Background: an optimization exercise with open tools, aiming at small area, a short achievable clock period and few clock cycles per item. Do not read the settings as production practice. RTL that was checked went through simulation tests only; none was proved equivalent to the original. For run 1, only the layout was checked, not whether the RTL still works.

$ cat flow/run.sh
#!/bin/bash
# synth_recipe.tcl (not shown) runs the flow's synth.tcl, then flattens the netlist and writes it again
# the make line also repeats each setting of config.mk as NAME=value (left out here)
make -C /OpenROAD-flow-scripts/flow DESIGN_CONFIG=/design/flow/config.mk WORK_HOME=/design/flow/orfs CLKGATE_MAP_FILE= SYNTH_SCRIPT=/design/flow/synth_recipe.tcl finish
$ cat flow/config.mk
export PLATFORM = sky130hd
export DESIGN_NAME = variable_partition_allocator_core
export DESIGN_NICKNAME = variable_partition_allocator_core
export VERILOG_FILES = /design/flow/design.v
export SDC_FILE = /design/flow/constraint.sdc
export NUM_CORES = 4
export LEC_CHECK = 0
export ABC_AREA = 1
export CAP_MARGIN = 20
export CORE_MARGIN = 2
export CORE_UTILIZATION = 30
export SLEW_MARGIN = 20
$ cat flow/constraint.sdc
create_clock -name core_clock -period 11.0 [get_ports {aclk}]
set_input_delay 2.2000 -clock core_clock [delete_from_list [all_inputs] [get_ports {aclk}]]
set_output_delay 2.2000 -clock core_clock [all_outputs]
set_load 0.01 [all_outputs]
$ cat flow/design.v
module variable_partition_allocator_core (
    input  logic        aclk,
    input  logic        aresetn,
    input  logic        s_tvalid,
    output logic        s_tready,
    input  logic [39:0] s_tdata,    
    input  logic        s_tuser,    
    output logic        m_tvalid,
    input  logic        m_tready,
    output logic [39:0] m_tdata,    
    input  logic        psel,
    input  logic        penable,
    input  logic        pwrite,
    input  logic [2:0]  paddr,
    input  logic [31:0] pwdata,
    output logic [31:0] prdata,
    output logic        pready
);
    localparam int N  = 16;
    localparam int AB = 16;
    localparam int SB = 17;
    localparam logic [2:0] AddrPolicy = 3'd0;
    localparam logic [2:0] AddrLimit  = 3'd4;
    function automatic logic lt16(input logic [15:0] a, input logic [15:0] b);
        logic r;
        r = 1'b0;
        for (int i = 0; i < 16; i++) r = (!a[i] && b[i]) || (!(a[i] && !b[i]) && r);
        lt16 = r;
    endfunction
    logic [1:0]  policy_reg;
    logic [15:0] limit_reg;
    logic        cfg_wr;
    assign pready = 1'b1;
    assign cfg_wr = psel && penable && pwrite;
    always_ff @(posedge aclk) begin
        if (!aresetn) begin
            policy_reg <= 2'd0;
            limit_reg  <= '0;
        end else if (cfg_wr) begin
            if (paddr == AddrPolicy) policy_reg <= pwdata[1:0];
            if (paddr == AddrLimit)  limit_reg  <= pwdata[15:0];
        end
    end
    always_comb begin
        prdata = '0;
        if (paddr == AddrPolicy) prdata = {30'd0, policy_reg};
        if (paddr == AddrLimit)  prdata = {16'd0, limit_reg};
    end
    logic          rv;         
    logic          kind_r;
    logic [SB-1:0] arg_r;      
    logic          ov;
    logic [34:0]   odata;
    logic          adv;        
    logic          take;
    assign adv      = rv && (!ov || m_tready);
    assign s_tready = !rv || !ov || m_tready;
    assign take     = s_tvalid && s_tready;
    logic [N-1:1][AB-1:0] base_r;
    logic [N:0][AB-1:0]   base_q;    
    logic [N-1:0]         free_q;
    logic [N-1:0][AB-1:0] em1;       
    assign base_q = {AB'(0), base_r, AB'(0)};
    for (genvar g = 0; g < N; g++) begin : g_size
        assign em1[g] = base_q[g+1] + ~base_q[g];
    end
    wire [SB-1:0] req_s = arg_r;
    wire [AB-1:0] req_a = arg_r[AB-1:0];
    logic          s_nz;
    logic [SB-1:0] sm1;
    logic [SB:0]   slm;
    logic          first;
    logic [AB-1:0] wmask;
    assign s_nz  = req_s != '0;
    assign sm1   = req_s - SB'(1);
    assign slm   = {1'b0, req_s} + {2'b0, limit_reg} - (SB+1)'(1);
    assign first = (policy_reg != 2'd1) && (policy_reg != 2'd2);
    assign wmask = {AB{policy_reg == 2'd2}};
    logic [N-1:0]         cand;
    logic [N-1:0]         nosplit;
    logic [N-1:0][AB-1:0] key;
    for (genvar g = 0; g < N; g++) begin : g_cand
        assign cand[g]    = free_q[g] && s_nz && !sm1[SB-1] && !lt16(em1[g], sm1[AB-1:0]);
        assign nosplit[g] = (slm[SB:AB] != '0) || !lt16(slm[AB-1:0], em1[g]);
        assign key[g]     = em1[g] ^ wmask;
    end
    logic [N-1:0][N-1:0]  bt1;
    logic [N-1:0]         win1;       
    logic [3:0]           gv;         
    logic [3:0][AB-1:0]   gkey;
    for (genvar j = 0; j < N; j++) begin : g_b1j
        for (genvar i = 0; i < N; i++) begin : g_b1i
            if (j > i && j / 4 == i / 4) begin : g_c
                assign bt1[j][i] = !first && lt16(key[j], key[i]);
            end else begin : g_n
                assign bt1[j][i] = 1'b0;
            end
        end
    end
    always_comb begin
        for (int a = 0; a < N; a++) begin
            win1[a] = cand[a];
            for (int b = (a / 4) * 4; b < (a / 4) * 4 + 4; b++) begin
                if (b < a && cand[b] && !bt1[a][b]) win1[a] = 1'b0;
                if (b > a && cand[b] && bt1[b][a])  win1[a] = 1'b0;
            end
        end
        for (int q = 0; q < 4; q++) begin
            gv[q]   = |cand[4*q +: 4];
            gkey[q] = '0;
            for (int a = 4 * q; a < 4 * q + 4; a++) begin
                if (win1[a]) gkey[q] = gkey[q] | key[a];
            end
        end
    end
    logic [3:0][3:0] bt2;
    logic [3:0]      win2;
    for (genvar j = 0; j < 4; j++) begin : g_b2j
        for (genvar i = 0; i < 4; i++) begin : g_b2i
            if (j > i) begin : g_c
                assign bt2[j][i] = !first && lt16(gkey[j], gkey[i]);
            end else begin : g_n
                assign bt2[j][i] = 1'b0;
            end
        end
    end
    always_comb begin
        for (int a = 0; a < 4; a++) begin
            win2[a] = gv[a];
            for (int b = 0; b < 4; b++) begin
                if (b < a && gv[b] && !bt2[a][b]) win2[a] = 1'b0;
                if (b > a && gv[b] && bt2[b][a])  win2[a] = 1'b0;
            end
        end
    end
    logic [N-1:0]  sel;       
    logic          found;
    for (genvar g = 0; g < N; g++) begin : g_sel
        assign sel[g] = win1[g] && win2[g/4];
    end
    assign found = |gv;
    logic [AB-1:0] pe;     
    logic [AB-1:0] pb;     
    logic          exact;
    logic          full;
    always_comb begin
        pe = '0;
        pb = '0;
        for (int i = 0; i < N; i++) begin
            if (sel[i]) begin
                pe = pe | em1[i];
                pb = pb | base_q[i];
            end
        end
    end
    assign exact = |(sel & nosplit);
    assign full  = base_r[N-1] != '0;
    logic [N-1:0] hit;
    logic [N-1:0] mleft, mright;
    assign hit[0] = req_a == '0;
    for (genvar g = 1; g < N; g++) begin : g_hit
        assign hit[g] = (base_r[g] == req_a) && (req_a != '0);
    end
    assign mleft[0]    = 1'b0;
    assign mright[N-1] = 1'b0;
    for (genvar g = 1; g < N; g++) begin : g_ml
        assign mleft[g] = hit[g] && free_q[g-1];
    end
    for (genvar g = 0; g < N - 1; g++) begin : g_mr
        assign mright[g] = hit[g] && free_q[g+1];
    end
    logic f_ok;
    logic any_l, any_r;
    assign f_ok  = (|hit) && !(|(hit & free_q));
    assign any_l = |mleft;
    assign any_r = |mright;
    logic          do_split, do_exact, do_free;
    logic [N-1:0]  pos;       
    logic [N-1:0]  gt;        
    logic [AB-1:0] nbase;
    assign do_split = adv && !kind_r && found && !exact && !full;
    assign do_exact = adv && !kind_r && found && exact;
    assign do_free  = adv && kind_r && f_ok;
    assign nbase    = pb + req_s[AB-1:0];
    always_comb begin
        if (kind_r) pos = any_l ? (hit >> 1) : hit;
        else        pos = sel;
        for (int i = 0; i < N; i++) begin
            gt[i] = 1'b0;
            for (int j = 0; j < i; j++) gt[i] = gt[i] | pos[j];
        end
    end
    wire sh1 = do_free && (any_l != any_r);
    wire sh2 = do_free && any_l && any_r;
    for (genvar g = 0; g < N; g++) begin : g_ent
        wire [AB-1:0] b_m1 = (g >= 1) ? base_q[(g+N-1)%N] : '0;
        wire          f_m1 = (g >= 1)    ? free_q[(g+N-1)%N] : 1'b0;
        wire [AB-1:0] b_p1 = base_q[g+1];
        wire          f_p1 = (g + 1 < N) ? free_q[(g+1)%N]   : 1'b0;
        wire [AB-1:0] b_p2 = (g + 2 < N) ? base_q[g+2]       : '0;
        wire          f_p2 = (g + 2 < N) ? free_q[(g+2)%N]   : 1'b0;
        wire          ins  = (g >= 1) && do_split && pos[(g+N-1)%N];
        wire          shr  = (g >= 1) && do_split && gt[(g+N-1)%N] && !pos[(g+N-1)%N];
        logic [AB-1:0] b_n;
        logic          f_n;
        always_comb begin
            b_n = base_q[g];
            f_n = free_q[g];
            if (ins) begin
                b_n = nbase;
                f_n = 1'b1;
            end else if (shr) begin
                b_n = b_m1;
                f_n = f_m1;
            end else if ((do_split || do_exact) && pos[g]) begin
                f_n = 1'b0;
            end else if (do_free && pos[g]) begin
                f_n = 1'b1;
            end else if (sh1 && gt[g]) begin
                b_n = b_p1;
                f_n = f_p1;
            end else if (sh2 && gt[g]) begin
                b_n = b_p2;
                f_n = f_p2;
            end
        end
        if (g == 0) begin : g_e0
            always_ff @(posedge aclk) begin
                if (!aresetn) free_q[g] <= 1'b1;
                else          free_q[g] <= f_n;
            end
        end else begin : g_e
            always_ff @(posedge aclk) begin
                if (!aresetn) begin
                    base_r[g] <= '0;
                    free_q[g] <= 1'b0;
                end else begin
                    base_r[g] <= b_n;
                    free_q[g] <= f_n;
                end
            end
        end
    end
    logic [1:0]    res_st;
    logic [AB-1:0] res_a;
    logic [SB-1:0] res_s;
    always_comb begin
        res_st = 2'd0;
        res_a  = '0;
        res_s  = '0;
        if (kind_r) begin
            if (!f_ok) res_st = 2'd3;
        end else if (!found) begin
            res_st = 2'd1;
        end else if (exact) begin
            res_a = pb;
            res_s = {1'b0, pe} + SB'(1);
        end else if (full) begin
            res_st = 2'd2;
        end else begin
            res_a = pb;
            res_s = req_s;
        end
    end
    always_ff @(posedge aclk) begin
        if (!aresetn) begin
            rv <= 1'b0;
            ov <= 1'b0;
        end else begin
            if (take)     rv <= 1'b1;
            else if (adv) rv <= 1'b0;
            if (adv)           ov <= 1'b1;
            else if (m_tready) ov <= 1'b0;
        end
    end
    always_ff @(posedge aclk) begin
        if (take) begin
            kind_r <= s_tuser;
            arg_r  <= s_tuser ? {1'b0, s_tdata[32:17]} : s_tdata[16:0];
        end
        if (adv) odata <= {res_s, res_a, res_st};
    end
    assign m_tvalid = ov;
    assign m_tdata  = {5'd0, odata};
endmodule
==> flow_summary.yaml, run 1 <==
worst_hold_path:
  worstHoldStart: "limit_reg[1]"
  hold_depth: 2
  hold_path.class: "flop to flop"
finish:
  num-nets-final: 12100
  stdcell_count: 14400
  final.fill_count: 23500
  largest_reg_flops: 240
  regArea_um2: 7140
  reg_top3: "base_r x240, odata x35, arg_r x17"
  drive_gt1_frac: 0.125
  area_growth_pct: 18.1
  multi_input_area_um2: 47700
  top_register: "base_r"
  design_area_um2: 72700
setup_path:
  cpMostUsedCell: "nand3_1"
  worstReg2RegStart: "arg_r[0]"
  end_kind: "flop"
  ff2ff_path_depth: 62
  crit_path_start: "arg_r[0]"
  worst_path_max_delay_cell: "edfxtp_1"
  critical_path.max_stage_delay_ns: 0.57
  path_max_fanout: 15
  crit_path_start_kind: "flop"
  cp.required_ns: 11.56
  cp.arrival_ns: 11.10
  crit_type: "flop to flop"
timing:
  slew_headroom: 0.152
  hold_violations: 0
  final_max_slew_viol_count: 0
  worst_pin_slew_ns: 1.26
  skew_ns: 0.0307
  whs_ns: 0.481
  finalCriticalPeriod_ns: 10.55
  setup_viol: 0
  period_share: 0.959
  fmax_mhz: 94.8
  final.setup.worst_slack_ns: 0.454
yosys:
  synth_cell_types: 85
  synth_area_leaders: "nand2_1 (24%), dfxtp_1 (9.0%), inv_1 (8.8%)"
  yosysMostFrequentCell: "nand2_1"
  netlist_area_um2: 61600
  postSynthAreaPerCell_um2: 5.46
  synth-seq-cells: 329
  yosysSeqAreaShare: 0.116
  synth_common_cells: "nand2_1 (3,956), inv_1 (1,440), nand3_1 (786)"
  synth_top_area_share: 0.241
  yosys.area.top_type: "nand2_1"
  synth_cells: 11300
  ys.flop_type: "dfxtp_1"
  async_reset_ff_frac: 0
  synth_edf_count: 53
  synth_warnings: 1
die:
  core_um2: 204000
  dieArea_um2: 209000
  die_h_um: 457
  die_x_um: 457
  start_util: 0.301
  ios: 158
  rows: 166
place:
  placedCellCount: 14300
  dp_hpwl_um: 348000
  portBuffers: 112
  pre_cts_slack_ns: 0.292
  place_area_um2: 69400
  place_congestion: 1.16
cts:
  clkSinkCount: 329
  hold_buffers: 0
  cts-buffers-inserted: 43
  clk_pin_slew_ns: 0.06
  clkLatencyLatePin_ns: 0.64
  clock_path_buffers: 3
  cts_tree: "done"
  ctsRootBufferMaster: "clkbuf_16"
  htreeDepth: 2
global_routing:
  use_met1: 0.494
  overflow: 0
  grt_use_total: 0.379
  gr-usage-met3: 0.114
  top_usage_layer: "met2"
  grt_max_degree: 130
  grt_pass1_vias: 73700
  grt_first_pass_wirelength_um: 568000
  use_met2: 0.527
  antenna_found_initial: 23
drt:
  first_pass_iters: 9
  via_count: 83700
  wl_um: 417000
  drt_iter0_drc: 12000
  wl_per_cell_um: 28.9
  post-route-drc-count: 0
  postRouteAntennaNets: 0
  avgViaCountPerCell: 5.80
status:
  status: "no timing/DRC/antenna violations"
run:
  maxCapViolations: 0
-- routing by layer --
metal | up-vias | routed length [um]
met5 | - | 169
met4 | 20 | 37400
met3 | 1247 | 54400
met2 | 5606 | 160000
met1 | 38800 | 165000
li1 | 38000 | -
-- cells in the final DEF, fill, tap and decap left out, types with 185 or more instances in the layout --
master	netlist	layout
o22ai_1	255	252
a21oi_1	734	716
nand4_1	185	185
dfxtp_1	276	256
buf_4	64	679
nand3_1	786	778
nor2_1	615	608
nand2_1	3956	3829
inv_1	1440	1422
ha_1	267	249
o211ai_1	293	293
o21ai_0	655	645
-- layout make-up --
class | count | share of cell area
tap | 2688 | 0.0463
antenna | 6 | 0.000207
clock inverter | 23 | 0.00386
sequential | 329 | 0.0983
inverter | 1556 | 0.0811
multi-input combinational | 8951 | 0.656
timing repair buffer | 836 | 0.0970
clock buffer | 56 | 0.0169
-- per-stage QoR --
step | TNS [ns] | util
3_3_place_gp | 0 | 0.340
3_5_place_dp | 0 | 0.340
2_1_floorplan | 0 | -
5_1_grt | -0.110 | 0.356
4_1_cts | 0 | 0.347
6_report | 0 | 0.356
-- cell families (layout without fill, tap and decap cells) --
logic type | Yosys count | after routing | share of synthesized area
simple gates | 5883 | 5883 | 0.401
compound gates | 2388 | 2388 | 0.231
buf+inv | 2024 | 2471 | 0.134
xor+xnor | 355 | 355 | 0.0549
flops | 329 | 329 | 0.116
fa+ha+maj | 287 | 287 | 0.0599
mux | 16 | 16 | 0.00293
other cells | 2 | 28 | 0.000122
-- critical path: cells and delay by family (launching register included) --
| kind | cells | cell delay, ns |
|---|---|---|
| XOR/XNOR | 2 | 0.64 |
| buffers and inverters | 16 | 2.69 |
| AND/OR/NAND/NOR | 26 | 3.04 |
| adder cells (fa/ha/maj) | 1 | 0.31 |
| flip-flops | 1 | 0.57 |
| AO/OA/AOI/OAI | 17 | 3.19 |
-- what timing repair did --
item / CTS / global route
endpoints found under the setup margin: 0 / 93
resized for setup: 0 / 362
setup buffers: 0 / 28
-- final timing paths --
path              slack (ns)      endpoint
setup / recovery        0.45    base_r[14]
hold / removal          0.48  limit_reg[1]
setup reg to reg        0.45    base_r[14]
hold reg to reg         0.48  limit_reg[1]
==> inputs of run 2 (changes only) <==
--- a/flow/design.v
+++ b/flow/design.v
@@ -64,30 +64,28 @@
     for (genvar g = 0; g < N; g++) begin : g_size
         assign em1[g] = base_q[g+1] + ~base_q[g];
     end
-    wire [SB-1:0] req_s = arg_r;
+    wire [SB-1:0] sm1   = arg_r;             
     wire [AB-1:0] req_a = arg_r[AB-1:0];
-    logic          s_nz;
-    logic [SB-1:0] sm1;
     logic [SB:0]   slm;
     logic          first;
     logic [AB-1:0] wmask;
-    assign s_nz  = req_s != '0;
-    assign sm1   = req_s - SB'(1);
-    assign slm   = {1'b0, req_s} + {2'b0, limit_reg} - (SB+1)'(1);
+    assign slm   = {1'b0, sm1} + {2'b0, limit_reg};
     assign first = (policy_reg != 2'd1) && (policy_reg != 2'd2);
     assign wmask = {AB{policy_reg == 2'd2}};
     logic [N-1:0]         cand;
-    logic [N-1:0]         nosplit;
     logic [N-1:0][AB-1:0] key;
     for (genvar g = 0; g < N; g++) begin : g_cand
-        assign cand[g]    = free_q[g] && s_nz && !sm1[SB-1] && !lt16(em1[g], sm1[AB-1:0]);
-        assign nosplit[g] = (slm[SB:AB] != '0) || !lt16(slm[AB-1:0], em1[g]);
+        assign cand[g]    = free_q[g] && !sm1[SB-1] && !lt16(em1[g], sm1[AB-1:0]);
         assign key[g]     = em1[g] ^ wmask;
     end
     logic [N-1:0][N-1:0]  bt1;
     logic [N-1:0]         win1;       
     logic [3:0]           gv;         
     logic [3:0][AB-1:0]   gkey;
+    logic [3:0][AB-1:0]   gem;        
+    logic [3:0][AB-1:0]   gb;         
+    logic [3:0][AB-1:0]   gnb;        
+    logic [3:0]           gns;        
     for (genvar j = 0; j < N; j++) begin : g_b1j
         for (genvar i = 0; i < N; i++) begin : g_b1i
             if (j > i && j / 4 == i / 4) begin : g_c
@@ -106,12 +104,21 @@
             end
         end
         for (int q = 0; q < 4; q++) begin
-            gv[q]   = |cand[4*q +: 4];
-            gkey[q] = '0;
+            gv[q]  = |cand[4*q +: 4];
+            gem[q] = '0;
+            gb[q]  = '0;
             for (int a = 4 * q; a < 4 * q + 4; a++) begin
-                if (win1[a]) gkey[q] = gkey[q] | key[a];
-            end
-        end
+                if (win1[a]) begin
+                    gem[q] = gem[q] | em1[a];
+                    gb[q]  = gb[q] | base_q[a];
+                end
+            end
+        end
+    end
+    for (genvar q = 0; q < 4; q++) begin : g_grp
+        assign gkey[q] = gem[q] ^ wmask;
+        assign gnb[q]  = gb[q] + sm1[AB-1:0] + AB'(1);
+        assign gns[q]  = (slm[SB:AB] != '0) || !lt16(slm[AB-1:0], gem[q]);
     end
     logic [3:0][3:0] bt2;
     logic [3:0]      win2;
@@ -141,19 +148,22 @@
     assign found = |gv;
     logic [AB-1:0] pe;     
     logic [AB-1:0] pb;     
+    logic [AB-1:0] nbase;  
     logic          exact;
     logic          full;
     always_comb begin
-        pe = '0;
-        pb = '0;
-        for (int i = 0; i < N; i++) begin
-            if (sel[i]) begin
-                pe = pe | em1[i];
-                pb = pb | base_q[i];
-            end
-        end
-    end
-    assign exact = |(sel & nosplit);
+        pe    = '0;
+        pb    = '0;
+        nbase = '0;
+        for (int q = 0; q < 4; q++) begin
+            if (win2[q]) begin
+                pe    = pe | gem[q];
+                pb    = pb | gb[q];
+                nbase = nbase | gnb[q];
+            end
+        end
+    end
+    assign exact = |(win2 & gns);
     assign full  = base_r[N-1] != '0;
     logic [N-1:0] hit;
     logic [N-1:0] mleft, mright;
@@ -177,11 +187,9 @@
     logic          do_split, do_exact, do_free;
     logic [N-1:0]  pos;       
     logic [N-1:0]  gt;        
-    logic [AB-1:0] nbase;
     assign do_split = adv && !kind_r && found && !exact && !full;
     assign do_exact = adv && !kind_r && found && exact;
     assign do_free  = adv && kind_r && f_ok;
-    assign nbase    = pb + req_s[AB-1:0];
     always_comb begin
         if (kind_r) pos = any_l ? (hit >> 1) : hit;
         else        pos = sel;
@@ -259,7 +267,7 @@
             res_st = 2'd2;
         end else begin
             res_a = pb;
-            res_s = req_s;
+            res_s = sm1 + SB'(1);
         end
     end
     always_ff @(posedge aclk) begin
@@ -276,7 +284,7 @@
     always_ff @(posedge aclk) begin
         if (take) begin
             kind_r <= s_tuser;
-            arg_r  <= s_tuser ? {1'b0, s_tdata[32:17]} : s_tdata[16:0];
+            arg_r  <= s_tuser ? {1'b0, s_tdata[32:17]} : s_tdata[16:0] - SB'(1);
         end
         if (adv) odata <= {res_s, res_a, res_st};
     end
--- a/flow/config.mk
+++ b/flow/config.mk
@@ -9,4 +9,5 @@
 export CAP_MARGIN = 20
 export CORE_MARGIN = 2
 export CORE_UTILIZATION = 30
+export SETUP_SLACK_MARGIN = 2
 export SLEW_MARGIN = 20
==> run 2 against run 1 <==
- setup slack improved by 1.7 ns
- utilization shrank 0.54 points
- highest routed layer unchanged
==> flow_summary.yaml, run 2 <==
status:
  status: "no timing/DRC/antenna violations"
timing:
  hold_violations: 0
  finalCriticalPeriod_ns: 8.80
  whs_ns: 0.473
  setup_viol: 0
  finalSetupTns_ns: 0
  worst_pin_slew_ns: 1.23
  rsz0062_at_grt: "yes"
  slew_headroom: 0.173
  fmax_mhz: 114
  period_share: 0.800
  skew_ns: 0.0654
  final_max_slew_viol_count: 0
cts:
  htreeDepth: 2
  clock_path_buffers: 3
  clkSinkCount: 329
  cts-buffers-inserted: 45
  clkLatencyLatePin_ns: 0.70
  clk_pin_slew_ns: 0.07
  ctsRootBufferMaster: "clkbuf_16"
  hold_buffers: 0
  cts_tree: "done"
die:
  dieArea_um2: 207000
  die_x_um: 455
  ios: 158
  core_um2: 202000
  die_h_um: 455
  rows: 165
  start_util: 0.302
finish:
  num-nets-final: 11800
  drive_gt1_frac: 0.105
  top_register: "base_r"
  mostFrequentLayoutCell: "nand2_1"
  design_area_um2: 70700
  final_core_util: 0.350
  largest_reg_flops: 240
  reg_top3: "base_r x240, odata x35, arg_r x17"
  layout_common_cells: "nand2_1 (3,854), inv_1 (1,341), a21oi_1 (806)"
  area_growth_pct: 16.1
global_routing:
  antenna_found_initial: 28
  overflow: 0
  grt_pass1_vias: 70400
  grt_use_total: 0.338
  grt_first_pass_wirelength_um: 510000
  grt_max_degree: 95
yosys:
  postSynthAreaPerCell_um2: 5.44
  yosys.area.top_type: "nand2_1"
  synth_area_leaders: "nand2_1 (24%), dfxtp_1 (9.1%), inv_1 (8.6%)"
  yosysSeqAreaShare: 0.117
  synth_edf_count: 53
  synth_top_area_share: 0.242
  synth_cells: 11200
  synth_cell_types: 74
  netlist_area_um2: 60900
  synth_warnings: 1
  async_reset_ff_frac: 0
  yosysMostFrequentCell: "nand2_1"
  synth_common_cells: "nand2_1 (3,928), inv_1 (1,391), a21oi_1 (833)"
  synth-seq-cells: 329
  ys.flop_type: "dfxtp_1"
drt:
  wl_per_cell_um: 26.2
  first_pass_iters: 11
  wl_um: 368000
  avgViaCountPerCell: 5.69
  post-route-drc-count: 0
  postRouteAntennaNets: 0
  drt_iter0_drc: 12000
  via_count: 80000
setup_path:
  path_max_fanout: 23
  crit_type: "flop to flop"
  cp.arrival_ns: 9.40
  worst_path_max_delay_cell: "ha_1"
  critical_path.max_stage_delay_ns: 0.44
  end_kind: "flop"
  crit_path_start_kind: "flop"
  cp.required_ns: 11.59
  cpMostUsedCell: "nand2_1"
run:
  maxCapViolations: 0
place:
  dp_hpwl_um: 286000
  place_area_um2: 65500
  portBuffers: 112
  place_congestion: 1.13
worst_hold_path:
  hold_path.class: "flop to flop"
## run 2: worst paths after layout
check,from,to,slack (ns),depth (start not counted)
setup reg to reg,base_r[162],base_r[205],2.20,50
hold reg to reg,rv,ov,0.47,2
hold / removal,rv,ov,0.47,2
setup / recovery,base_r[162],base_r[205],2.20,50
## run 2: critical path, delay by kind of cell (launching register included)
family,cells,cell delay (ns)
compound gates,9,1.67
xor+xnor,3,0.90
fa+ha+maj,1,0.44
buf+inv,7,1.16
flops,1,0.38
simple gates,30,4.10
## run 2: kinds of logic after synthesis
group           after synthesis  share of synthesized area
compound gates             2323                      0.216
xor+xnor                    417                     0.0651
fa+ha+maj                   346                     0.0732
buf+inv                    1947                      0.130
flops                       329                      0.117
other cells                   2                   0.000123
simple gates               5833                      0.399
## run 2: per-layer routing
layer,vias to the layer above,GRT usage,part of all wire
met4,24,0.261,0.094
met2,5308,0.477,0.39
li1,36900,-,-
met5,-,0,0.00045
met1,36400,0.416,0.37
met3,1396,0.120,0.14
## run 2: area by class of cell
type / instances / area (um^2)
flip-flops and latches: 329 / 7220
clock buffers: 59 / 1300
multi-input cells: 8945 / 47900
fillers: 23000 / 131000
well taps: 2672 / 3340
clock inverters: 24 / 442
inverters: 1497 / 5830
diodes: 14 / 35.0
repair buffers: 520 / 4650
## run 2: repair_timing
action,CTS,global route
resized for setup,104,482
pin swaps,12,40
endpoints found under the setup margin,287,287
setup buffers,27,105
gates cloned,3,3
## run 2: through the flow
stage	setup slack (ns)	cells
2_1_floorplan	3.80	11200
3_3_place_gp	1.05	13800
3_5_place_dp	0.992	13800
4_1_cts	2.01	13900
5_1_grt	1.86	14100
6_report	2.20	14100
Testbench counts of run 2, summed over its fixed seeds: cycles 4,848, items 4,800.
==> inputs of run 3 (changes only) <==
--- a/flow/config.mk
+++ b/flow/config.mk
@@ -9,5 +9,4 @@
 export CAP_MARGIN = 20
 export CORE_MARGIN = 2
 export CORE_UTILIZATION = 30
-export SETUP_SLACK_MARGIN = 2
 export SLEW_MARGIN = 20
==> run 3 against run 2 <==
- register-to-register slack worse by 1.7 ns
- setup slack worse by 1.7 ns
- utilization is 1.7 points lower
- critical path type unchanged
==> flow_summary.yaml, run 3 <==
yosys:
  netlist_area_um2: 60900
  synth_common_cells: "nand2_1 (3,928), inv_1 (1,391), a21oi_1 (833)"
  synth_area_leaders: "nand2_1 (24%), dfxtp_1 (9.1%), inv_1 (8.6%)"
  yosysMostFrequentCell: "nand2_1"
  yosysSeqAreaShare: 0.117
  async_reset_ff_frac: 0
  yosys.area.top_type: "nand2_1"
  synth_cells: 11200
  synth_edf_count: 53
  synth_top_area_share: 0.242
  postSynthAreaPerCell_um2: 5.44
  synth_warnings: 1
  synth_cell_types: 74
  synth-seq-cells: 329
  ys.flop_type: "dfxtp_1"
setup_path:
  cp.arrival_ns: 11.13
  crit_type: "flop to flop"
  ff2ff_path_depth: 58
  worst_path_max_delay_cell: "o21ai_0"
  r2r_slack_ns: 0.49
  worstReg2RegStart: "base_r[176]"
  crit_path_start_kind: "flop"
  timing.rr.end: "base_r[121]"
  critical_path.max_stage_delay_ns: 0.99
  cpMostUsedCell: "nand2_1"
  path_max_fanout: 33
  cp.required_ns: 11.62
  end_kind: "flop"
finish:
  reg_top3: "base_r x240, odata x35, arg_r x17"
  num-nets-final: 11600
  mostFrequentLayoutCell: "nand2_1"
  final_core_util: 0.333
  layout_common_cells: "nand2_1 (3,928), inv_1 (1,387), a21oi_1 (833)"
  stdcell_count: 13900
  area_growth_pct: 10.5
  final.fill_count: 23300
  largest_reg_flops: 240
  top_register: "base_r"
  drive_gt1_frac: 0.0595
timing:
  skew_ns: 0.0630
  fmax_mhz: 95.1
  period_share: 0.956
  hold_violations: 0
  slew_headroom: 0.105
  rsz0062_at_grt: "no"
  setup_viol: 0
  worst_pin_slew_ns: 1.33
  finalCriticalPeriod_ns: 10.51
  final.setup.worst_slack_ns: 0.489
  final_max_slew_viol_count: 0
  finalSetupTns_ns: 0
cts:
  clock_path_buffers: 3
  cts.repair.resized: 0
  hold_buffers: 0
  cts-buffers-inserted: 45
  clkSinkCount: 329
  htreeDepth: 2
  clkLatencyLatePin_ns: 0.70
  cts_setup_buffers: 0
  cts_tree: "done"
  ctsRootBufferMaster: "clkbuf_16"
  clk_pin_slew_ns: 0.07
place:
  dp_hpwl_um: 286000
  pre_cts_slack_ns: 0.992
  placedCellCount: 13800
  place_congestion: 1.13
  portBuffers: 112
drt:
  post-route-drc-count: 0
  via_count: 79100
  first_pass_iters: 9
  postRouteAntennaNets: 0
  wl_per_cell_um: 26.2
  avgViaCountPerCell: 5.68
  drt_iter0_drc: 11700
  wl_um: 364000
die:
  start_util: 0.302
  ios: 158
  die_x_um: 455
  core_um2: 202000
  dieArea_um2: 207000
  rows: 165
  die_h_um: 455
global_routing:
  grt_first_pass_wirelength_um: 508000
  gr-usage-met3: 0.114
  antenna_found_initial: 18
  overflow: 0
  use_met1: 0.418
  top_usage_layer: "met2"
  use_met2: 0.474
  grt_max_degree: 95
  grt_pass1_vias: 70000
  grt_use_total: 0.337
run:
  maxCapViolations: 0
worst_hold_path:
  hold_path.class: "flop to flop"
  worstHoldStart: "rv"
  holdPathEnd: "ov"
  hold_depth: 2
status:
  status: "no timing/DRC/antenna violations"
## run 3: final cells by class
type                       count  area [um^2]  area share
multi-input combinational   8941        46000       0.684
clock buffer                  59         1300      0.0194
inverter                    1497         5640      0.0838
sequential                   329         7120       0.106
tap                         2672         3340      0.0497
antenna                       15         37.5    0.000558
clock inverter                24          442     0.00657
timing repair buffer         386         3390      0.0504
## run 3: how the worst max path moves through the flow
stage | slack [ns] | endpoint | cells past startpoint | start
floorplan | 3.80 | base_r[79] | 67 | arg_r[3]
global placement | 1.05 | base_r[69] | 57 | base_r[176]
detailed placement | 0.99 | base_r[73] | 58 | base_r[99]
CTS | 0.94 | base_r[73] | 57 | base_r[176]
global route | 0.07 | base_r[74] | 62 | base_r[99]
finish | 0.49 | base_r[121] | 58 | base_r[176]
## run 3: per-layer routing
layer | wire, um | vias to the layer above
li1 | - | 36600
met1 | 138000 | 35900
met2 | 141000 | 5234
met3 | 50000 | 1296
met4 | 34800 | 12
met5 | 338 | -
## run 3: through the flow
stage	hold WS, ns	instance area [um^2]
after floorplan	0.449	61000
after global placement	0.471	65500
after detailed placement	0.470	65500
after CTS	0.478	67200
after global routing	0.506	67200
final	0.473	67300
## run 3: logic make-up (layout without fill, tap and decap cells)
kind of cell / Yosys count / in the layout / share of synthesized area
simple gates: 5833 / 5833 / 0.399
compound gates: 2323 / 2323 / 0.216
buf+inv: 1947 / 1966 / 0.130
xor+xnor: 417 / 417 / 0.0651
fa+ha+maj: 346 / 346 / 0.0732
flops: 329 / 329 / 0.117
other cells: 2 / 37 / 0.000123
## run 3: critical path: cells and delay by family, from the launching register on
kind                     cells  cell delay [ns]
XOR/XNOR                     3             1.12
AO/OA/AOI/OAI               10             2.24
adder cells (fa/ha/maj)      2             0.69
AND/OR/NAND/NOR             34             4.08
flip-flops                   1             0.47
buffers and inverters        9             1.78
==> inputs of run 4 (changes only) <==
--- a/flow/design.v
+++ b/flow/design.v
@@ -53,7 +53,7 @@
     logic [34:0]   odata;
     logic          adv;        
     logic          take;
-    assign adv      = rv && (!ov || m_tready);
+    assign adv      = aresetn && rv && (!ov || m_tready);
     assign s_tready = !rv || !ov || m_tready;
     assign take     = s_tvalid && s_tready;
     logic [N-1:1][AB-1:0] base_r;
@@ -105,18 +105,18 @@
         end
         for (int q = 0; q < 4; q++) begin
             gv[q]  = |cand[4*q +: 4];
-            gem[q] = '0;
-            gb[q]  = '0;
+            gkey[q] = '0;
+            gb[q]   = '0;
             for (int a = 4 * q; a < 4 * q + 4; a++) begin
                 if (win1[a]) begin
-                    gem[q] = gem[q] | em1[a];
-                    gb[q]  = gb[q] | base_q[a];
+                    gkey[q] = gkey[q] | key[a];
+                    gb[q]   = gb[q] | base_q[a];
                 end
             end
         end
     end
     for (genvar q = 0; q < 4; q++) begin : g_grp
-        assign gkey[q] = gem[q] ^ wmask;
+        assign gem[q]  = gkey[q] ^ wmask;
         assign gnb[q]  = gb[q] + sm1[AB-1:0] + AB'(1);
         assign gns[q]  = (slm[SB:AB] != '0) || !lt16(slm[AB-1:0], gem[q]);
     end
@@ -184,68 +184,68 @@
     assign f_ok  = (|hit) && !(|(hit & free_q));
     assign any_l = |mleft;
     assign any_r = |mright;
-    logic          do_split, do_exact, do_free;
-    logic [N-1:0]  pos;       
-    logic [N-1:0]  gt;        
-    assign do_split = adv && !kind_r && found && !exact && !full;
-    assign do_exact = adv && !kind_r && found && exact;
-    assign do_free  = adv && kind_r && f_ok;
-    always_comb begin
-        if (kind_r) pos = any_l ? (hit >> 1) : hit;
-        else        pos = sel;
+    logic          do_free;
+    logic          a_go;        
+    logic          a_any;       
+    logic [3:0]    t_split;     
+    logic [N-1:0]  pre1;        
+    logic [N-1:0]  lo;          
+    logic [N-1:0]  gtf;         
+    assign do_free = adv && kind_r && f_ok;
+    assign a_go    = adv && !kind_r && !full;
+    assign a_any   = adv && !kind_r;
+    assign t_split = win2 & ~gns;
+    always_comb begin
         for (int i = 0; i < N; i++) begin
-            gt[i] = 1'b0;
-            for (int j = 0; j < i; j++) gt[i] = gt[i] | pos[j];
+            pre1[i] = 1'b0;
+            for (int j = (i / 4) * 4; j < i; j++) pre1[i] = pre1[i] | win1[j];
+        end
+        lo = any_l ? (hit >> 1) : hit;
+        for (int i = 0; i < N; i++) begin
+            gtf[i] = 1'b0;
+            for (int j = 0; j < i; j++) gtf[i] = gtf[i] | lo[j];
         end
     end
     wire sh1 = do_free && (any_l != any_r);
     wire sh2 = do_free && any_l && any_r;
     for (genvar g = 0; g < N; g++) begin : g_ent
-        wire [AB-1:0] b_m1 = (g >= 1) ? base_q[(g+N-1)%N] : '0;
-        wire          f_m1 = (g >= 1)    ? free_q[(g+N-1)%N] : 1'b0;
+        localparam int K = (g + N - 1) % N;    
+        localparam int G = K / 4;              
+        wire [AB-1:0] b_m1 = (g >= 1) ? base_q[K] : '0;
+        wire          f_m1 = (g >= 1)    ? free_q[K] : 1'b0;
         wire [AB-1:0] b_p1 = base_q[g+1];
         wire          f_p1 = (g + 1 < N) ? free_q[(g+1)%N]   : 1'b0;
         wire [AB-1:0] b_p2 = (g + 2 < N) ? base_q[g+2]       : '0;
         wire          f_p2 = (g + 2 < N) ? free_q[(g+2)%N]   : 1'b0;
-        wire          ins  = (g >= 1) && do_split && pos[(g+N-1)%N];
-        wire          shr  = (g >= 1) && do_split && gt[(g+N-1)%N] && !pos[(g+N-1)%N];
-        logic [AB-1:0] b_n;
-        logic          f_n;
+        logic below;    
         always_comb begin
-            b_n = base_q[g];
-            f_n = free_q[g];
-            if (ins) begin
-                b_n = nbase;
-                f_n = 1'b1;
-            end else if (shr) begin
-                b_n = b_m1;
-                f_n = f_m1;
-            end else if ((do_split || do_exact) && pos[g]) begin
-                f_n = 1'b0;
-            end else if (do_free && pos[g]) begin
-                f_n = 1'b1;
-            end else if (sh1 && gt[g]) begin
-                b_n = b_p1;
-                f_n = f_p1;
-            end else if (sh2 && gt[g]) begin
-                b_n = b_p2;
-                f_n = f_p2;
-            end
-        end
+            below = 1'b0;
+            for (int q = 0; q < G; q++) below = below | t_split[q];
+        end
+        wire          ins  = (g >= 1) && a_go && t_split[G] && win1[K];
+        wire          shr  = (g >= 1) && a_go && (below || (t_split[G] && pre1[K]));
+        wire          s1   = sh1 && gtf[g];
+        wire          s2   = sh2 && gtf[g];
+        wire          hold = aresetn && !(ins || shr || s1 || s2);
+        wire          fset = do_free && lo[g];
+        wire          fclr = a_any && win2[g/4] && win1[g] && (gns[g/4] || !full);
+        wire [AB-1:0] b_n = ({AB{ins}}  & nbase)
+                          | ({AB{shr}}  & b_m1)
+                          | ({AB{s1}}   & b_p1)
+                          | ({AB{s2}}   & b_p2)
+                          | ({AB{hold}} & base_q[g]);
+        wire          f_n = ins
+                          | (shr  && f_m1)
+                          | (s1   && f_p1)
+                          | (s2   && f_p2)
+                          | (hold && ((free_q[g] && !fclr) || fset))
+                          | (g == 0 && !aresetn);
         if (g == 0) begin : g_e0
-            always_ff @(posedge aclk) begin
-                if (!aresetn) free_q[g] <= 1'b1;
-                else          free_q[g] <= f_n;
-            end
+            always_ff @(posedge aclk) free_q[g] <= f_n;
         end else begin : g_e
             always_ff @(posedge aclk) begin
-                if (!aresetn) begin
-                    base_r[g] <= '0;
-                    free_q[g] <= 1'b0;
-                end else begin
-                    base_r[g] <= b_n;
-                    free_q[g] <= f_n;
-                end
+                base_r[g] <= b_n;
+                free_q[g] <= f_n;
             end
         end
     end
--- a/flow/config.mk
+++ b/flow/config.mk
@@ -9,4 +9,5 @@
 export CAP_MARGIN = 20
 export CORE_MARGIN = 2
 export CORE_UTILIZATION = 30
+export SETUP_SLACK_MARGIN = 2
 export SLEW_MARGIN = 20
==> run 4 against run 3 <==
- synthesized cell count shrank 11%
- largest cell class unchanged
- clock skew is 0.021 ns higher
- count of clock-buffer cells in the layout is 6 higher
- hold slack better by 0.013 ns
- critical endpoint is now base_r[193]
- via count down 8.7%
- global-route usage down 2.1 points
- cell area down 5.8%
==> flow_summary.yaml, run 4 <==
status:
  status: "no timing/DRC/antenna violations"
drt:
  postRouteAntennaNets: 0
  via_count: 72200
  dr_wl_met3_um: 45000
  first_pass_iters: 18
  wl_met2_um: 127000
  avgViaCountPerCell: 5.76
  wl_um: 321000
  drt_iter0_drc: 9874
  route.layer.met1.wl_um: 117000
  post-route-drc-count: 0
  highest_layer: "met5"
  wl_per_cell_um: 25.6
yosys:
  synth_top_area_share: 0.219
  synth_cell_types: 84
  netlist_area_um2: 56700
  synth_area_leaders: "nand2_1 (22%), dfxtp_1 (9.8%), nand3_1 (8.9%)"
  yosysSeqAreaShare: 0.126
  yosysMostFrequentCell: "nand2_1"
  synth_common_cells: "nand2_1 (3,304), inv_1 (1,188), nand3_1 (1,013)"
  yosys.area.top_type: "nand2_1"
  postSynthAreaPerCell_um2: 5.70
  synth_edf_count: 53
  ys.flop_type: "dfxtp_1"
  synth_warnings: 1
  synth-seq-cells: 329
  async_reset_ff_frac: 0
  synth_cells: 9945
setup_path:
  worst_path_max_delay_cell: "nand4_1"
  ff2ff_path_depth: 28
  cpMostUsedCell: "nand2_1"
  cp.required_ns: 11.54
  timing.rr.end: "base_r[193]"
  crit_path_start_kind: "flop"
  path_max_fanout: 24
  crit_type: "flop to flop"
  critPathBufInv: 6
  cp.arrival_ns: 9.55
  worstReg2RegStart: "arg_r[0]"
  path_delay_family: "simple AND/OR/NAND/NOR gates"
  end_kind: "flop"
  critical_path.max_stage_delay_ns: 1.10
  r2r_slack_ns: 1.99
timing:
  finalCriticalPeriod_ns: 9.01
  final.setup.worst_slack_ns: 1.99
  slew_headroom: 0.0515
  fmax_mhz: 111
  final_max_slew_viol_count: 0
  worst_pin_slew_ns: 1.42
  skew_ns: 0.0836
  finalSetupTns_ns: 0
  whs_ns: 0.486
  hold_violations: 0
  setup_viol: 0
  rsz0062_at_grt: "yes"
  period_share: 0.819
worst_hold_path:
  hold_path.class: "flop to flop"
  worstHoldStart: "limit_reg[10]"
  hold_depth: 2
  holdPathEnd: "limit_reg[10]"
cts:
  clkLatencyLatePin_ns: 0.70
  ctsRootBufferMaster: "clkbuf_16"
  cts_tree: "done"
  clock_path_buffers: 3
  clk_pin_slew_ns: 0.06
  cts-buffers-inserted: 44
  clkSinkCount: 329
  htreeDepth: 2
die:
  start_util: 0.302
  dieArea_um2: 192000
  ios: 158
  die_x_um: 439
  die_h_um: 439
  rows: 159
  core_um2: 188000
global_routing:
  grt_max_degree: 97
  antenna_found_initial: 26
  grt_first_pass_wirelength_um: 451000
  grt_pass1_vias: 65200
  overflow: 0
  grt_use_total: 0.316
finish:
  mostFrequentLayoutCell: "nand2_1"
  num-nets-final: 10400
  largest_reg_flops: 240
  final_core_util: 0.338
  final.fill_count: 21500
  layout_common_cells: "nand2_1 (3,295), inv_1 (1,175), nand3_1 (1,012)"
  reg_top3: "base_r x240, odata x35, arg_r x17"
  drive_gt1_frac: 0.0788
  top_register: "base_r"
  area_growth_pct: 11.9
place:
  place_congestion: 1.09
  portBuffers: 112
  pre_cts_slack_ns: 1.54
  dp_hpwl_um: 244000
run:
  maxCapViolations: 0
run 4: changes by cell type after synthesis, sizes merged, moves of 32 or more:
cell	change
clkbuf	-93
o22ai	+187
a22oi	+32
nor2	-118
nand2	-626
inv	-166
o21ai	-443
o211ai	-53
xor2	+77
a21oi	-246
a31oi	-61
nand3	+254
nand4	-56
nor3	+33
run 4: per-stage QoR:
stage | instance area, um^2 | std cells
after floorplan | 56700 | 9965
after global placement | 60500 | 12400
after detailed placement | 60500 | 12400
after CTS | 62200 | 12500
after global routing | 63300 | 12500
final | 63400 | 12500
run 4: cell type report:
type	instances	area, um^2	share of cell area
clock inverter	15	166	0.00263
multi-input combinational	7960	43400	0.685
timing repair buffer	323	3020	0.0477
clock buffer	65	1340	0.0212
inverter	1333	5100	0.0805
sequential	329	7130	0.112
tap	2495	3120	0.0492
antenna	21	52.6	0.000829
run 4: worst max path at each step:
stage / start / endpoint / depth (start not counted)
finish: arg_r[0] / base_r[193] / 28
global route: base_r[80] / odata[25] / 55
CTS: base_r[193] / base_r[183] / 56
detailed placement: base_r[32] / base_r[15] / 53
global placement: base_r[32] / base_r[166] / 58
floorplan: base_r[192] / base_r[79] / 58
run 4: worst min-delay path, delay by kind of cell, from the launching register on:
family / cells / cell delay (ns)
AOI/OAI and AO/OA: 1 / 0.05
buffers and inverters: 1 / 0.07
DFF: 1 / 0.32
run 4: per-layer routing:
metal	track usage	vias to the layer above
li1	-	33100
met1	0.377	32800
met2	0.454	4841
met3	0.117	1498
met4	0.251	22
met5	0	-
run 4: cell families (layout without fill, tap and decap cells):
logic type                 after synthesis  count (layout)  synth area share
adders and majority gates              347             347            0.0790
xor gates and xnor gates               478             478            0.0811
buffers and inverters                 1678            1736             0.121
DFF                                    329             329             0.126
other                                    2              43          0.000133
and+or+nand+nor                       5336            5338             0.403
AOI/OAI and AO/OA                     1775            1775             0.190
run 4: timing repair:
item	CTS	global route
pin swaps	4	14
resized for setup	17	148
setup endpoints to repair	280	290
buffers inserted	7	33
cloned	1	3
hold buffers	0	0
endpoints found under the hold margin	0	0
Testbench counts of run 4, summed over its fixed seeds: cycles 4,848, items 4,800.
==> inputs of run 5 (changes only) <==
--- a/flow/config.mk
+++ b/flow/config.mk
@@ -9,5 +9,5 @@
 export CAP_MARGIN = 20
 export CORE_MARGIN = 2
 export CORE_UTILIZATION = 30
-export SETUP_SLACK_MARGIN = 2
+export SETUP_SLACK_MARGIN = 3
 export SLEW_MARGIN = 20
==> run 5 against run 4 <==
- final cell count up 2.1%
- largest cell class unchanged
- synthesized area unchanged
- via count rose by 2.8%
- hold slack better by 0.0012 ns
- utilization up 3.0 points
- wire length is 3.7% higher
- cell area rose by 8.9%
- synthesized cell count did not move
- register-to-register slack improved by 0.86 ns
- first-iteration DRC count up 4.1%
- clock skew up 0.0010 ns
==> flow_summary.yaml, run 5 <==
cts:
  ctsRootBufferMaster: "clkbuf_16"
  clock_path_buffers: 3
  clkSinkCount: 329
  cts-buffers-inserted: 44
  clkLatencyLatePin_ns: 0.70
  cts_tree: "done"
  hold_buffers: 0
  clk_pin_slew_ns: 0.06
  htreeDepth: 2
finish:
  multi_input_area_um2: 46000
  layout_common_cells: "nand2_1 (3,210), inv_1 (1,084), nand3_1 (984)"
  top_register: "base_r"
  final.fill_count: 20900
  area_growth_pct: 21.8
  design_area_um2: 69000
  reg_top3: "base_r x240, odata x35, arg_r x17"
  drive_gt1_frac: 0.158
  mostFrequentLayoutCell: "nand2_1"
  num-nets-final: 10700
  largest_reg_flops: 240
  regArea_um2: 7280
setup_path:
  cp.arrival_ns: 8.68
  cp.required_ns: 11.54
  path_max_fanout: 24
  cpMostUsedCell: "nand2_1"
  critical_path.max_stage_delay_ns: 0.75
  worst_path_max_delay_cell: "nor4_2"
  r2r_slack_ns: 2.86
  end_kind: "flop"
  ff2ff_path_depth: 31
  timing.rr.end: "base_r[209]"
  worstReg2RegStart: "arg_r[0]"
  crit_path_start_kind: "flop"
  crit_type: "flop to flop"
die:
  rows: 159
  dieArea_um2: 192000
  ios: 158
  start_util: 0.302
  die_h_um: 439
  die_x_um: 439
  core_um2: 188000
timing:
  final_max_slew_viol_count: 0
  finalSetupTns_ns: 0
  setup_viol: 0
  fmax_mhz: 123
  whs_ns: 0.487
  finalCriticalPeriod_ns: 8.14
  final.setup.worst_slack_ns: 2.86
  period_share: 0.740
  rsz0062_at_grt: "yes"
  skew_ns: 0.0846
  hold_violations: 0
  worst_pin_slew_ns: 1.30
  slew_headroom: 0.123
yosys:
  ys.flop_type: "dfxtp_1"
  yosys.area.top_type: "nand2_1"
  synth_area_leaders: "nand2_1 (22%), dfxtp_1 (9.8%), nand3_1 (8.9%)"
  yosysSeqAreaShare: 0.126
  synth-seq-cells: 329
  synth_edf_count: 53
  async_reset_ff_frac: 0
  synth_top_area_share: 0.219
  synth_cell_types: 84
  synth_warnings: 1
  postSynthAreaPerCell_um2: 5.70
  netlist_area_um2: 56700
  synth_cells: 9945
  yosysMostFrequentCell: "nand2_1"
  synth_common_cells: "nand2_1 (3,304), inv_1 (1,188), nand3_1 (1,013)"
drt:
  via_count: 74300
  postRouteAntennaNets: 0
  post-route-drc-count: 0
  wl_um: 333000
  drt_iter0_drc: 10300
  avgViaCountPerCell: 5.80
  first_pass_iters: 19
  wl_per_cell_um: 26.0
global_routing:
  antenna_found_initial: 25
  grt_first_pass_wirelength_um: 456000
  grt_max_degree: 57
  grt_pass1_vias: 66000
  grt_use_total: 0.320
  overflow: 0
status:
  status: "no timing/DRC/antenna violations"
place:
  portBuffers: 112
  dp_hpwl_um: 244000
  place_congestion: 1.09
  pre_cts_slack_ns: 1.54
  place_area_um2: 60500
worst_hold_path:
  hold_path.class: "flop to flop"
  worstHoldStart: "limit_reg[10]"
  hold_depth: 2
  holdPathEnd: "limit_reg[10]"
run:
  maxCapViolations: 0
==> run 5: area by class of cell <==
class,count,area share
Antenna cell,22,0.000798
Clock buffer,65,0.0195
Clock inverter,15,0.00241
Inverter,1333,0.0781
Multi-Input combinational cell,7966,0.667
Sequential cell,329,0.106
Tap cell,2495,0.0452
Timing Repair Buffer,574,0.0811
Timing Repair inverter,7,0.000888
==> run 5: through the flow <==
stage,instances,util
after floorplan,9965,-
after CTS,12600,0.342
after global routing,12800,0.367
after detailed placement,12400,0.322
final,12800,0.368
after global placement,12400,0.322
==> run 5: metal layers <==
metal  share of wire  GRT usage  wire (um)  vias up
li1                -          -          -    33600
met2            0.39      0.458     130000     5225
met5          0.0011          0        373        -
met4            0.10      0.258      34600       22
met3            0.15      0.121      48700     1656
met1            0.36      0.379     119000    33800
==> run 5: worst max-delay path, delay by kind of cell, from the launching register on <==
kind                       cells  cell delay, ns
and+or+nand+nor               17            3.97
buffers and inverters          9            2.50
AOI/OAI and AO/OA              4            0.78
DFF                            1            0.33
adders and majority gates      1            0.30
==> run 5: kinds of logic after synthesis <==
kind of cell,Yosys count,share of synthesized area
AND/OR/NAND/NOR,5336,0.403
AO/OA/AOI/OAI,1775,0.190
buffers and inverters,1678,0.121
XOR/XNOR,478,0.0811
adder cells (fa/ha/maj),347,0.0790
flip-flops,329,0.126
other,2,0.000133
==> run 5: how the worst max path moves through the flow <==
stage | startpoint | end
after global placement | base_r[32] | base_r[166]
after floorplan | base_r[192] | base_r[79]
after detailed placement | base_r[32] | base_r[15]
after CTS | base_r[176] | base_r[190]
after global routing | base_r[113] | base_r[159]
final | arg_r[0] | base_r[209]
==> run 5: what timing repair did <==
item / in CTS / in global routing
cloned: 6 / 22
endpoints found under the setup margin: 290 / 290
buffers inserted: 80 / 202
resized for setup: 270 / 714
pin swaps: 41 / 107
==> inputs of run 6 (changes only) <==
--- a/flow/config.mk
+++ b/flow/config.mk
@@ -9,5 +9,5 @@
 export CAP_MARGIN = 20
 export CORE_MARGIN = 2
 export CORE_UTILIZATION = 30
-export SETUP_SLACK_MARGIN = 3
+export SETUP_SLACK_MARGIN = 3.5
 export SLEW_MARGIN = 20
==> run 6 against run 5 <==
- still clean on timing, DRC and antenna
- utilization grew 2.9 points
- count of clock-buffer cells in the layout unchanged
- via count up 3.3%
- die area is the same
- fmax grew 4.2%
- cell area grew 7.9%
- first-iteration DRC count grew 6.8%
- synthesized area unchanged
- synthesized cell count is the same
- critical path type unchanged
- largest cell class unchanged
==> flow_summary.yaml, run 6 <==
setup_path:
  worstReg2RegStart: "base_r[43]"
  critical_path.max_stage_delay_ns: 0.45
  cpMostUsedCell: "nor2_1"
  cp.required_ns: 11.59
  crit_path_start: "base_r[43]"
  crit_end: "base_r[191]"
  path_max_fanout: 9
  end_kind: "flop"
  worst_path_max_delay_cell: "ha_1"
  crit_type: "flop to flop"
  crit_path_start_kind: "flop"
  ff2ff_path_depth: 51
  timing.rr.end: "base_r[191]"
  r2r_slack_ns: 3.18
  cp.arrival_ns: 8.41
finish:
  final_core_util: 0.396
  layout_common_cells: "nand2_1 (3,115), inv_1 (1,034), nand3_1 (911)"
  num-nets-final: 10900
  largest_reg_flops: 240
  stdcell_count: 13100
  drive_gt1_frac: 0.217
  mostFrequentLayoutCell: "nand2_1"
  reg_top3: "base_r x240, odata x35, arg_r x17"
  area_growth_pct: 31.4
  top_register: "base_r"
yosys:
  yosysMostFrequentCell: "nand2_1"
  async_reset_ff_frac: 0
  synth_common_cells: "nand2_1 (3,304), inv_1 (1,188), nand3_1 (1,013)"
  synth_cell_types: 84
  synth_cells: 9945
  netlist_area_um2: 56700
  synth_edf_count: 53
  yosys.area.top_type: "nand2_1"
  synth-seq-cells: 329
  synth_top_area_share: 0.219
  synth_warnings: 1
  synth_area_leaders: "nand2_1 (22%), dfxtp_1 (9.8%), nand3_1 (8.9%)"
  ys.flop_type: "dfxtp_1"
  yosysSeqAreaShare: 0.126
  postSynthAreaPerCell_um2: 5.70
global_routing:
  top_usage_layer: "met2"
  use_met2: 0.467
  use_met1: 0.384
  gr-usage-met3: 0.128
  grt_max_degree: 58
  grt_first_pass_wirelength_um: 465000
  overflow: 0
  grt_use_total: 0.326
  antenna_found_initial: 26
  grt_pass1_vias: 67300
timing:
  period_share: 0.710
  skew_ns: 0.0779
  fmax_mhz: 128
  finalSetupTns_ns: 0
  worst_pin_slew_ns: 1.30
  setup_viol: 0
  finalCriticalPeriod_ns: 7.82
  hold_violations: 0
  rsz0062_at_grt: "yes"
  whs_ns: 0.485
  slew_headroom: 0.127
  final_max_slew_viol_count: 0
cts:
  clock_path_buffers: 3
  hold_buffers: 0
  clkLatencyLatePin_ns: 0.70
  cts-buffers-inserted: 44
  htreeDepth: 2
  cts_tree: "done"
  ctsRootBufferMaster: "clkbuf_16"
  clkSinkCount: 329
  clk_pin_slew_ns: 0.07
place:
  placedCellCount: 12400
  portBuffers: 112
  place_congestion: 1.09
  dp_hpwl_um: 244000
die:
  rows: 159
  ios: 158
  start_util: 0.302
  dieArea_um2: 192000
  die_h_um: 439
  die_x_um: 439
  core_um2: 188000
worst_hold_path:
  hold_depth: 2
  hold_path.class: "flop to flop"
drt:
  avgViaCountPerCell: 5.87
  wl_per_cell_um: 26.3
  wl_um: 344000
  via_count: 76700
  postRouteAntennaNets: 0
  first_pass_iters: 19
  drt_iter0_drc: 11000
  post-route-drc-count: 0
run:
  maxCapViolations: 0
status:
  status: "no timing/DRC/antenna violations"
==> run 6: cell counts after synthesis <==
No cell type changed its count.
==> run 6: worst min path at each step <==
stage,from,end,slack (ns)
floorplan,limit_reg[10],limit_reg[10],0.45
global placement,limit_reg[7],limit_reg[7],0.48
detailed placement,limit_reg[10],limit_reg[10],0.48
CTS,limit_reg[10],limit_reg[10],0.49
global route,limit_reg[9],limit_reg[9],0.51
finish,limit_reg[10],limit_reg[10],0.48
==> run 6: critical path: cells and delay by family, from the launching register on <==
kind / cells / cell delay (ns)
simple gates: 22 / 2.15
buf+inv: 9 / 1.38
xor+xnor: 4 / 0.89
fa+ha+maj: 2 / 0.79
compound gates: 14 / 2.04
flops: 1 / 0.42
==> run 6: final cells by class <==
| type | instances | area, um^2 |
|---|---|---|
| sequential | 329 | 7380 |
| clock inverter | 15 | 166 |
| timing repair inverter | 12 | 113 |
| clock buffer | 65 | 1340 |
| tap | 2495 | 3120 |
| multi-input combinational | 7964 | 48200 |
| antenna | 23 | 57.6 |
| inverter | 1333 | 5530 |
| timing repair buffer | 826 | 8480 |
| fill | 20200 | 113000 |
==> run 6: kinds of logic (layout without fill, tap and decap cells) <==
group / after synthesis / count (layout) / share of synthesized area
adders and majority gates: 347 / 347 / 0.0790
DFF: 329 / 329 / 0.126
xor gates and xnor gates: 478 / 478 / 0.0811
AOI/OAI and AO/OA: 1775 / 1775 / 0.190
and+or+nand+nor: 5336 / 5342 / 0.403
buffers and inverters: 1678 / 2251 / 0.121
other: 2 / 45 / 0.000133
==> run 6: per-stage QoR <==
| stage | cell area (um^2) | worst slack [ns] |
|---|---|---|
| floorplan | 56700 | 3.84 |
| global placement | 60500 | 1.59 |
| detailed placement | 60500 | 1.54 |
| CTS | 67500 | 3.47 |
| global route | 74400 | 2.78 |
| finish | 74400 | 3.18 |
==> run 6: repair_timing <==
action,CTS,global route
pin swaps,102,183
gates cloned,12,25
setup buffers,239,289
endpoints found under the setup margin,290,290
gates resized for setup,729,958
==> run 6: layer usage <==
| layer | routed length (um) | vias up |
|---|---|---|
| li1 | - | 34100 |
| met1 | 121000 | 35000 |
| met2 | 134000 | 5656 |
| met3 | 52600 | 1917 |
| met4 | 36900 | 18 |
| met5 | 131 | - |
==> inputs of run 7 (changes only) <==
--- a/flow/config.mk
+++ b/flow/config.mk
@@ -9,5 +9,5 @@
 export CAP_MARGIN = 20
 export CORE_MARGIN = 2
 export CORE_UTILIZATION = 30
-export SETUP_SLACK_MARGIN = 3.5
+export SETUP_SLACK_MARGIN = 2.5
 export SLEW_MARGIN = 20
==> run 7 against run 6 <==
- critical path depth rose by 4
- fmax is 5.7% lower
- setup slack worse by 0.47 ns
- hold slack is essentially flat
- wire length fell by 6.1%
- synthesized area did not move
- global-route usage is 0.93 points lower
- final cell count decreased by 3.4%
- flip-flop and latch count unchanged
- count of clock-buffer cells in the layout did not move
- register-to-register slack lost 0.47 ns
- critical endpoint is now odata[11]
- highest routed layer unchanged
==> flow_summary.yaml, run 7 <==
finish:
  stdcell_count: 12600
  reg_top3: "base_r x240, odata x35, arg_r x17"
  largest_reg_flops: 240
  mostFrequentLayoutCell: "nand2_1"
  design_area_um2: 65300
  layout_common_cells: "nand2_1 (3,271), inv_1 (1,145), nand3_1 (1,007)"
  final.fill_count: 21300
  drive_gt1_frac: 0.106
  top_register: "base_r"
  final_core_util: 0.348
  num-nets-final: 10500
  area_growth_pct: 15.2
timing:
  finalCriticalPeriod_ns: 8.28
  skew_ns: 0.0896
  hold_violations: 0
  rsz0062_at_grt: "yes"
  fmax_mhz: 121
  period_share: 0.753
  finalSetupTns_ns: 0
  final_max_slew_viol_count: 0
  slew_headroom: 0.107
  setup_viol: 0
  worst_pin_slew_ns: 1.33
setup_path:
  r2r_slack_ns: 2.72
  ff2ff_path_depth: 55
  timing.rr.end: "odata[11]"
  end_kind: "flop"
  cp.arrival_ns: 8.69
  cp.required_ns: 11.41
  crit_path_start_kind: "flop"
  critical_path.max_stage_delay_ns: 0.55
  path_max_fanout: 15
  crit_path_start: "base_r[98]"
  worstReg2RegStart: "base_r[98]"
  crit_end: "odata[11]"
  cpMostUsedCell: "nand2_1"
  crit_type: "flop to flop"
  worst_path_max_delay_cell: "a31oi_1"
global_routing:
  antenna_found_initial: 31
  grt_pass1_vias: 65400
  overflow: 0
  grt_first_pass_wirelength_um: 452000
  grt_max_degree: 97
  grt_use_total: 0.317
drt:
  wl_per_cell_um: 25.6
  avgViaCountPerCell: 5.75
  first_pass_iters: 19
  via_count: 72600
  wl_um: 323000
  post-route-drc-count: 0
  drt_iter0_drc: 10100
  postRouteAntennaNets: 0
yosys:
  synth-seq-cells: 329
  netlist_area_um2: 56700
  synth_cells: 9945
  ys.flop_type: "dfxtp_1"
  synth_warnings: 1
  postSynthAreaPerCell_um2: 5.70
  synth_top_area_share: 0.219
  synth_cell_types: 84
  async_reset_ff_frac: 0
  synth_common_cells: "nand2_1 (3,304), inv_1 (1,188), nand3_1 (1,013)"
  yosys.area.top_type: "nand2_1"
  yosysSeqAreaShare: 0.126
  synth_area_leaders: "nand2_1 (22%), dfxtp_1 (9.8%), nand3_1 (8.9%)"
  yosysMostFrequentCell: "nand2_1"
  synth_edf_count: 53
die:
  die_x_um: 439
  ios: 158
  start_util: 0.302
  die_h_um: 439
  dieArea_um2: 192000
  core_um2: 188000
  rows: 159
cts:
  clkSinkCount: 329
  hold_buffers: 0
  clock_path_buffers: 3
  ctsRootBufferMaster: "clkbuf_16"
  clk_pin_slew_ns: 0.07
  cts_tree: "done"
  htreeDepth: 2
  clkLatencyLatePin_ns: 0.71
  cts-buffers-inserted: 44
place:
  place_area_um2: 60500
  dp_hpwl_um: 244000
  placedCellCount: 12400
  portBuffers: 112
  place_congestion: 1.09
run:
  maxCapViolations: 0
status:
  status: "no timing/DRC/antenna violations"
worst_hold_path:
  hold_path.class: "flop to flop"
run 7: cell counts after synthesis:
Identical to the previous run, type by type.
run 7: worst min path at each step:
stage / depth (start not counted) / start / endpoint
after floorplan: 2 / limit_reg[10] / limit_reg[10]
after global placement: 2 / limit_reg[7] / limit_reg[7]
after detailed placement: 2 / limit_reg[10] / limit_reg[10]
after CTS: 2 / limit_reg[10] / limit_reg[10]
after global routing: 2 / limit_reg[9] / limit_reg[9]
final: 2 / limit_reg[10] / limit_reg[10]
run 7: final cells by class:
| cell class | instances | area [um^2] | share of cell area |
|---|---|---|---|
| Timing Repair Buffer | 412 | 3930 | 0.0602 |
| Sequential cell | 329 | 7170 | 0.110 |
| Multi-Input combinational cell | 7961 | 44300 | 0.678 |
| Tap cell | 2495 | 3120 | 0.0478 |
| Inverter | 1333 | 5230 | 0.0801 |
| Antenna cell | 11 | 27.5 | 0.000422 |
| Clock inverter | 15 | 166 | 0.00255 |
| Timing Repair inverter | 3 | 23.8 | 0.000364 |
| Clock buffer | 65 | 1340 | 0.0206 |
run 7: critical path: cells and delay by family (launching register included):
kind	cells	cell delay, ns
xor gates and xnor gates	1	0.21
buffers and inverters	5	0.99
adders and majority gates	1	0.50
DFF	1	0.49
AOI/OAI and AO/OA	6	1.20
and+or+nand+nor	42	4.57
run 7: cell families after synthesis:
kind of cell | synth area share
compound gates | 0.190
simple gates | 0.403
flops | 0.126
xor+xnor | 0.0811
fa+ha+maj | 0.0790
buf+inv | 0.121
other cells | 0.000133
run 7: through the flow:
| step | setup WS (ns) | hold WS, ns |
|---|---|---|
| 5_1_grt | 2.38 | 0.509 |
| 2_1_floorplan | 3.84 | 0.449 |
| 3_3_place_gp | 1.59 | 0.477 |
| 4_1_cts | 2.49 | 0.486 |
| 3_5_place_dp | 1.54 | 0.478 |
| 6_report | 2.72 | 0.484 |
run 7: timing repair:
action / CTS / global route
endpoints found under the setup margin: 289 / 290
cloned: 3 / 7
hold endpoints to repair: 0 / 0
pin swaps: 9 / 44
setup buffers: 19 / 107
gates resized for setup: 88 / 352
run 7: layer usage:
layer  share of wire  vias to the layer above  GRT usage
met3            0.14                     1492      0.119
li1                -                    33200          -
met5         0.00070                        -    0.00323
met4           0.098                       32      0.250
met1            0.37                    33100      0.376
met2            0.40                     4776      0.456

[port drivers added, routing unchanged]
Ports are ideal in the flow. The routed layouts listed here were re-timed in OpenROAD.
Step 1 sets driving cells, clkbuf_16 on the clock port and buf_2 on the other inputs (assumed; they add their load-dependent delay and slew).
Step 2 moves the port delays by t, midway between the first and last clock arrival at a register: inputs arrive t later, outputs are due t later. That takes back most of the time a late clock gives input paths.
Slacks: no drivers / after step 1 / after step 2; pairs: no drivers / after step 1.
run | t, ns | setup slack, ns | hold WS [ns] | clock arrival spread, ns | slew at the worst register clock pin (ns)
run 1 | 0.701 | 0.454 / 0.454 / 0.454 | 0.481 / 0.481 / 0.481 | 0.031 / 0.031 | 0.07 / 0.07
run 2 | 0.730 | 2.196 / 2.196 / 2.196 | 0.473 / 0.473 / 0.473 | 0.066 / 0.066 | 0.11 / 0.11
run 3 | 0.728 | 0.489 / 0.489 / 0.489 | 0.473 / 0.473 / 0.473 | 0.063 / 0.063 | 0.09 / 0.09
run 4 | 0.742 | 1.992 / 1.992 / 1.992 | 0.486 / 0.486 / 0.486 | 0.084 / 0.083 | 0.08 / 0.08
run 5 | 0.747 | 2.857 / 2.857 / 2.857 | 0.487 / 0.487 / 0.487 | 0.085 / 0.084 | 0.08 / 0.08
run 6 | 0.748 | 3.185 / 3.185 / 3.185 | 0.485 / 0.485 / 0.485 | 0.078 / 0.078 | 0.08 / 0.08
run 7 | 0.746 | 2.715 / 2.715 / 2.715 | 0.484 / 0.484 / 0.484 | 0.090 / 0.090 | 0.08 / 0.08
After both steps every run listed still meets setup and hold.
